Source: an optimization exercise on an open RTL-to-GDS flow (aim: small area). Production flows keep margins and buffers that such runs may drop.
The RTL was checked by simulation tests, not by an equivalence proof against the original design.
No activity file was given, so power comes from the tool's default toggle rates.

===== flow/run.sh =====
#!/bin/bash
# synth_recipe.tcl (not shown) runs the flow's synth.tcl, then flattens the netlist and writes it again
# the make line also repeats each setting of config.mk as NAME=value (left out here)
make -C /OpenROAD-flow-scripts/flow DESIGN_CONFIG=/design/flow/config.mk WORK_HOME=/design/flow/orfs CLKGATE_MAP_FILE= SYNTH_SCRIPT=/design/flow/synth_recipe.tcl finish

===== flow/config.mk =====
export PLATFORM = sky130hd
export DESIGN_NAME = alu_issue_stage
export DESIGN_NICKNAME = alu_issue_stage
export VERILOG_FILES = /design/flow/design.v
export SDC_FILE = /design/flow/constraint.sdc
export NUM_CORES = 4
export LEC_CHECK = 0
export CAP_MARGIN = 35
export CORE_MARGIN = 2
export CORE_UTILIZATION = 25
export PLACE_DENSITY = 0.35
export SLEW_MARGIN = 35

===== flow/constraint.sdc =====
create_clock -name core_clock -period 8.0 [get_ports {clk}]
set_input_delay 1.6000 -clock core_clock [delete_from_list [all_inputs] [get_ports {clk}]]
set_output_delay 1.6000 -clock core_clock [all_outputs]
set_load 0.01 [all_outputs]

===== flow/design.v =====
module alu_issue_stage #(
  parameter int N    = 32,
  parameter int NREG = 32,
  parameter int AW   = $clog2(NREG)
) (
  input  logic          clk,
  input  logic          rst,
  input  logic          cmd_valid,
  output logic          cmd_ready,
  input  logic [3:0]    cmd_op,
  input  logic [AW-1:0] cmd_rd,
  input  logic [AW-1:0] cmd_rs,
  input  logic [AW-1:0] cmd_rt,
  input  logic          ld_en,
  input  logic [AW-1:0] ld_addr,
  input  logic [N-1:0]  ld_data,
  output logic [N-1:0]  alu_X,
  output logic [N-1:0]  alu_Y,
  output logic [3:0]    alu_op,
  input  logic [N-1:0]  alu_Z,
  input  logic          alu_equal,
  input  logic          alu_overflow,
  input  logic          alu_zero,
  output logic          wb_valid,
  output logic [AW-1:0] wb_rd,
  output logic [N-1:0]  wb_data,
  output logic          flag_equal,
  output logic          flag_zero,
  output logic          flag_ovf,
  output logic          sticky_ovf,
  input  logic          flag_clr,
  output logic          bad_op,
  input  logic [AW-1:0] dbg_addr,
  output logic [N-1:0]  dbg_data,
  output logic [1:0]    dbg_state
);
  typedef enum logic [1:0] {
    S_IDLE = 2'd0,
    S_EXEC = 2'd1,
    S_WB   = 2'd2,
    S_TRAP = 2'd3
  } state_t;
  state_t        state_q, state_d;
  logic [N-1:0]  regs_q [NREG];
  logic [N-1:0]  alu_x_q, alu_y_q;
  logic [3:0]    alu_op_q;
  logic [AW-1:0] rd_q;
  logic          wb_valid_q;
  logic [AW-1:0] wb_rd_q;
  logic [N-1:0]  wb_data_q;
  logic          flag_eq_q, flag_zero_q, flag_ovf_q;
  logic          bad_op_q;
  logic          wr_en_q;
  logic          sticky_q, sticky_d;
  logic          accept;
  logic          op_reserved;
  logic          op_arith;
  logic          ovf_masked;
  logic          wr_allowed;
  always_comb begin
    op_reserved = (alu_op_q == 4'd4) || (alu_op_q >= 4'd11);
    op_arith    = (alu_op_q == 4'd5) || (alu_op_q == 4'd6);
    ovf_masked  = alu_overflow & op_arith;
    wr_allowed  = (rd_q != '0) && !op_reserved && !ovf_masked;
  end
  always_comb begin
    cmd_ready = (state_q == S_IDLE) && !ld_en;
    accept    = cmd_ready && cmd_valid;
  end
  always_comb begin
    state_d = state_q;
    case (state_q)
      S_IDLE: if (accept) state_d = S_EXEC;
      S_EXEC: state_d = S_WB;
      S_WB:   state_d = flag_ovf_q ? S_TRAP : S_IDLE;
      S_TRAP: if (flag_clr) state_d = S_IDLE;
      default: state_d = S_IDLE;
    endcase
  end
  always_ff @(posedge clk or posedge rst) begin
    if (rst) state_q <= S_IDLE;
    else     state_q <= state_d;
  end
  always_ff @(posedge clk or posedge rst) begin
    if (rst) begin
      alu_x_q  <= '0;
      alu_y_q  <= '0;
      alu_op_q <= '0;
      rd_q     <= '0;
    end else if (accept) begin
      alu_x_q  <= (cmd_rs == '0) ? '0 : regs_q[cmd_rs];
      alu_y_q  <= (cmd_rt == '0) ? '0 : regs_q[cmd_rt];
      alu_op_q <= cmd_op;
      rd_q     <= cmd_rd;
    end
  end
  always_ff @(posedge clk or posedge rst) begin
    if (rst) begin
      wb_valid_q  <= 1'b0;
      wb_rd_q     <= '0;
      wb_data_q   <= '0;
      flag_eq_q   <= 1'b0;
      flag_zero_q <= 1'b0;
      flag_ovf_q  <= 1'b0;
      bad_op_q    <= 1'b0;
      wr_en_q     <= 1'b0;
    end else if (state_q == S_EXEC) begin
      wb_valid_q  <= 1'b1;
      wb_rd_q     <= rd_q;
      wb_data_q   <= alu_Z;
      flag_eq_q   <= alu_equal & !op_reserved;
      flag_zero_q <= alu_zero  & !op_reserved;
      flag_ovf_q  <= ovf_masked;
      bad_op_q    <= op_reserved;
      wr_en_q     <= wr_allowed;
    end else begin
      wb_valid_q  <= 1'b0;
      bad_op_q    <= 1'b0;
      wr_en_q     <= 1'b0;
    end
  end
  always_comb begin
    sticky_d = sticky_q;
    if (flag_clr)                            sticky_d = 1'b0;
    else if (state_q == S_WB && flag_ovf_q)  sticky_d = 1'b1;
  end
  always_ff @(posedge clk or posedge rst) begin
    if (rst) sticky_q <= 1'b0;
    else     sticky_q <= sticky_d;
  end
  always_ff @(posedge clk or posedge rst) begin
    if (rst) begin
      for (int i = 0; i < NREG; i++) regs_q[i] <= '0;
    end else if (state_q == S_IDLE && ld_en && ld_addr != '0) begin
      regs_q[ld_addr] <= ld_data;
    end else if (state_q == S_WB && wr_en_q) begin
      regs_q[wb_rd_q] <= wb_data_q;
    end
  end
  always_comb begin
    alu_X      = alu_x_q;
    alu_Y      = alu_y_q;
    alu_op     = alu_op_q;
    wb_valid   = wb_valid_q;
    wb_rd      = wb_rd_q;
    wb_data    = wb_data_q;
    flag_equal = flag_eq_q;
    flag_zero  = flag_zero_q;
    flag_ovf   = flag_ovf_q;
    sticky_ovf = sticky_q;
    bad_op     = bad_op_q;
    dbg_data   = regs_q[dbg_addr];
    dbg_state  = state_q;
  end
endmodule

==> results.txt <==
worst-margin pin slew -> 1.19 ns
Crit Path Class -> in2out
worst-skew pair later-pin latency -> 0.86 ns
synth unique cells -> 76
placed cells -> 10.2k
Finished Core Util -> 0.310
CTS clock-pin slew for the worst setup and hold paths -> 0.06 ns
Mapped Area -> 0.0616 sq mm
setup_tns -> 0 ns
Worst Path Max Fanout -> 28
largest net degree at the start of global routing -> 153
most frequent cells in the layout -> 1143 x dfrtp_1, 1005 x a22oi_1, 947 x a21oi_1, 942 x nor2_1, 526 x nand2_1
reg-to-reg startpoint -> state_q[1]
Mapped Nets -> 7098
Vias -> 70.9k
cells after synthesis -> 6997
Yosys Warn Count -> 2
dpl cell area -> 0.0708 sq mm
Post-synth top flop -> dfrtp_1
critical path launch point type -> input port
Nets -> 7231
H-tree depth -> 4
Data arrival, critical path -> 6.01 ns
post-synthesis sequential area ratio -> 0.465
layout cells sized above 1 -> 0.144
Clock Path Buffers -> 3
number of synthesized register bits -> 1143
min-delay worst type -> reg2reg
quantity of hold-fixing buffers added after cts -> 0
post-cts sizing count -> 0
TritonRoute pass-1 iters -> 11
worst r2r path cells -> 7
number of global-route vias before repair -> 64.5k
antenna violations before repair -> 92
asr flop ratio synth -> 1.00
die footprint -> 0.250 sq mm
Rows -> 182
max_cap viols -> 0
Die X -> 500 microns
hold_sp -> alu_x_q[15]
critical path capture point type -> output port
Non-Filler Instances -> 10.5k
routed len/inst -> 49.3 microns
# port buffers -> 246
Root Driver -> clkbuf_16
RR Endpoint -> regs_q[21][19]
Vias/cell -> 6.73
Die Height -> 500 microns
global route overflow -> 0
Post-synth EDFFs -> 0
Hold EP -> alu_x_q[15]
maximum VDD drop -> 0.000240 V
GRT Total Usage -> 0.402
# clock sinks -> 1143
Tcrit/Tclk final -> 0.952
DRT iter0 DRCs -> 13.1k
min Tclk post-route -> 7.61 ns
CTS Buf Count -> 148
first-pass GRT wire length -> 670000 microns
design area -> 0.0760 sq mm
r2r setup slk -> 3.93 ns
initial core utilization -> 0.251
Worst Hold Depth -> 2
antenna viol nets, final -> 0
area grow syn2layout -> 23.4%
GP Congestion -> 0.985
Max-slew headroom -> 0.208
Fin Clk Skew -> 0.0449 ns
core area -> 0.245 sq mm
Max Freq -> 131 MHz
CTS tree -> built
Leakage -> 32.5 nW
Final Hold Viols -> 0
drt total wl -> 520000 microns
Pwr Total -> 27.6 mW
IO Pins -> 247
Final Max Tran Viols -> 0
CP Data Required Time -> 6.40 ns
final setup fails -> 0
unrepaired setup endpoints after global routing -> false
postcts setup bufs -> 0
pwr dens -> 363 mW/mm^2
Syn Area/Cell -> 8.80 sq um
# DRC -> 0
commonest non-fill, non-tap cell in the layout -> dfrtp_1
detailed placer's ending HPWL -> 340000 microns
outcome -> finished clean
==> worst max-delay path by stage <==
stage / startpoint / end / slack (ns) / cells after the start
2_1_floorplan: rst / alu_op_q[0] / -9.38 / 1
3_3_place_gp: dbg_addr[2] / dbg_data[31] / 0.72 / 10
3_5_place_dp: dbg_addr[2] / dbg_data[31] / 0.63 / 10
4_1_cts: dbg_addr[2] / dbg_data[31] / 0.65 / 10
5_1_grt: dbg_addr[1] / dbg_data[27] / 0.60 / 10
6_report: dbg_addr[2] / dbg_data[31] / 0.39 / 10
==> worst max-delay path: stages <==
cell and delay, ns:
buf_2 0.43, buf_4 0.50, nand3_1 0.66, nor2_4 0.81, buf_12 0.36, a32oi_1 0.11, nand4_1 0.14, nor3_1 0.05
a21oi_1 0.63, clkdlybuf4s50_1 0.68
==> cell usage after synthesis, types with 20 or more instances <==
library cell | number | area share
and3_1 | 427 | 0.043
mux2i_2 | 32 | 0.0072
a21oi_1 | 952 | 0.077
nor2_1 | 1027 | 0.063
nand2b_1 | 23 | 0.0023
a222oi_1 | 20 | 0.0033
a22o_1 | 21 | 0.0030
a22oi_1 | 1007 | 0.12
a31oi_1 | 24 | 0.0024
nor3_1 | 57 | 0.0046
nor4_1 | 79 | 0.0080
buf_2 | 94 | 0.0076
o21ai_0 | 125 | 0.010
nand3_1 | 147 | 0.012
nand4_1 | 145 | 0.015
dfrtp_1 | 1143 | 0.46
clkbuf_1 | 531 | 0.032
mux2_2 | 162 | 0.030
buf_1 | 31 | 0.0019
nand2_1 | 529 | 0.032
a2111oi_0 | 140 | 0.020
==> where the power goes <==
group	total [mW]	internal (mW)	leakage, nW	switching (mW)
sequential	13.3	8.43	14.4	4.84
combinational	7.45	2.93	15.7	4.52
clock	6.87	3.94	2.41	2.93
total	27.6	15.3	32.5	12.3
==> per-stage QoR <==
| stage | worst slack [ns] | hold slack [ns] |
|---|---|---|
| finish | 0.388 | 0.477 |
| global route | 0.597 | 0.508 |
| CTS | 0.648 | 0.487 |
| detailed placement | 0.629 | 0.474 |
| global placement | 0.717 | 0.464 |
| floorplan | -9.38 | 0.447 |
==> registers in the layout, indices dropped and copies added (netlist names), 2 cells and up <==
register   count
state_q        2
regs_q      1024
rd_q           5
alu_y_q       32
wb_data_q     32
alu_x_q       32
alu_op_q       4
wb_rd_q        5
==> final cells by class <==
cell class              count  area [sq um]
fillers                 25600        169000
multi-input cells        5177         31600
flip-flops and latches   1143         28600
repair buffers            649          6650
clock buffers             208          4270
well taps                3220          4030
clock inverters            56           628
diodes                     69           173
inverters                  11          45.0
==> routing by layer <==
metal  global-route usage  wire (microns)
met5              0.00328             259
met1                0.522          207000
met3                0.140           61100
met4                0.253           37600
met2                0.566          214000
==> cell families (layout without fill, tap and decap cells) <==
logic type | after synthesis | count (layout) | share of synthesized area
XOR/XNOR | 1 | 1 | 0.000142
AND/OR/NAND/NOR | 2561 | 2561 | 0.196
other | 0 | 69 | 0
AO/OA/AOI/OAI | 2405 | 2405 | 0.256
flip-flops | 1143 | 1143 | 0.465
multiplexers | 210 | 210 | 0.0396
buffers and inverters | 677 | 924 | 0.0438

what the ideal ports hide:
The results above use ideal ports. As a check the final layout listed here was re-extracted and re-timed, cells and wires unchanged. Step 1 assumes that a clkbuf_16 drives the clock port and a buf_2 every other input. Step 2 times the ports against the registers' clock, not the clock port: input delays grow and output delays shrink by t, the midpoint of the rising clock arrivals with the driver on. Three values: no drivers, after step 1, after step 2; two values: the first two.
shift t [ns]: 0.932
setup slack, ns: 0.388 / 0.207 / 0.207
latest minus earliest clock arrival (ns): 0.047 / 0.048
After both steps setup and hold are still met in this run. For this run, drivers alone change the setup slack by -0.181 ns; drivers and shift together by -0.181 ns.
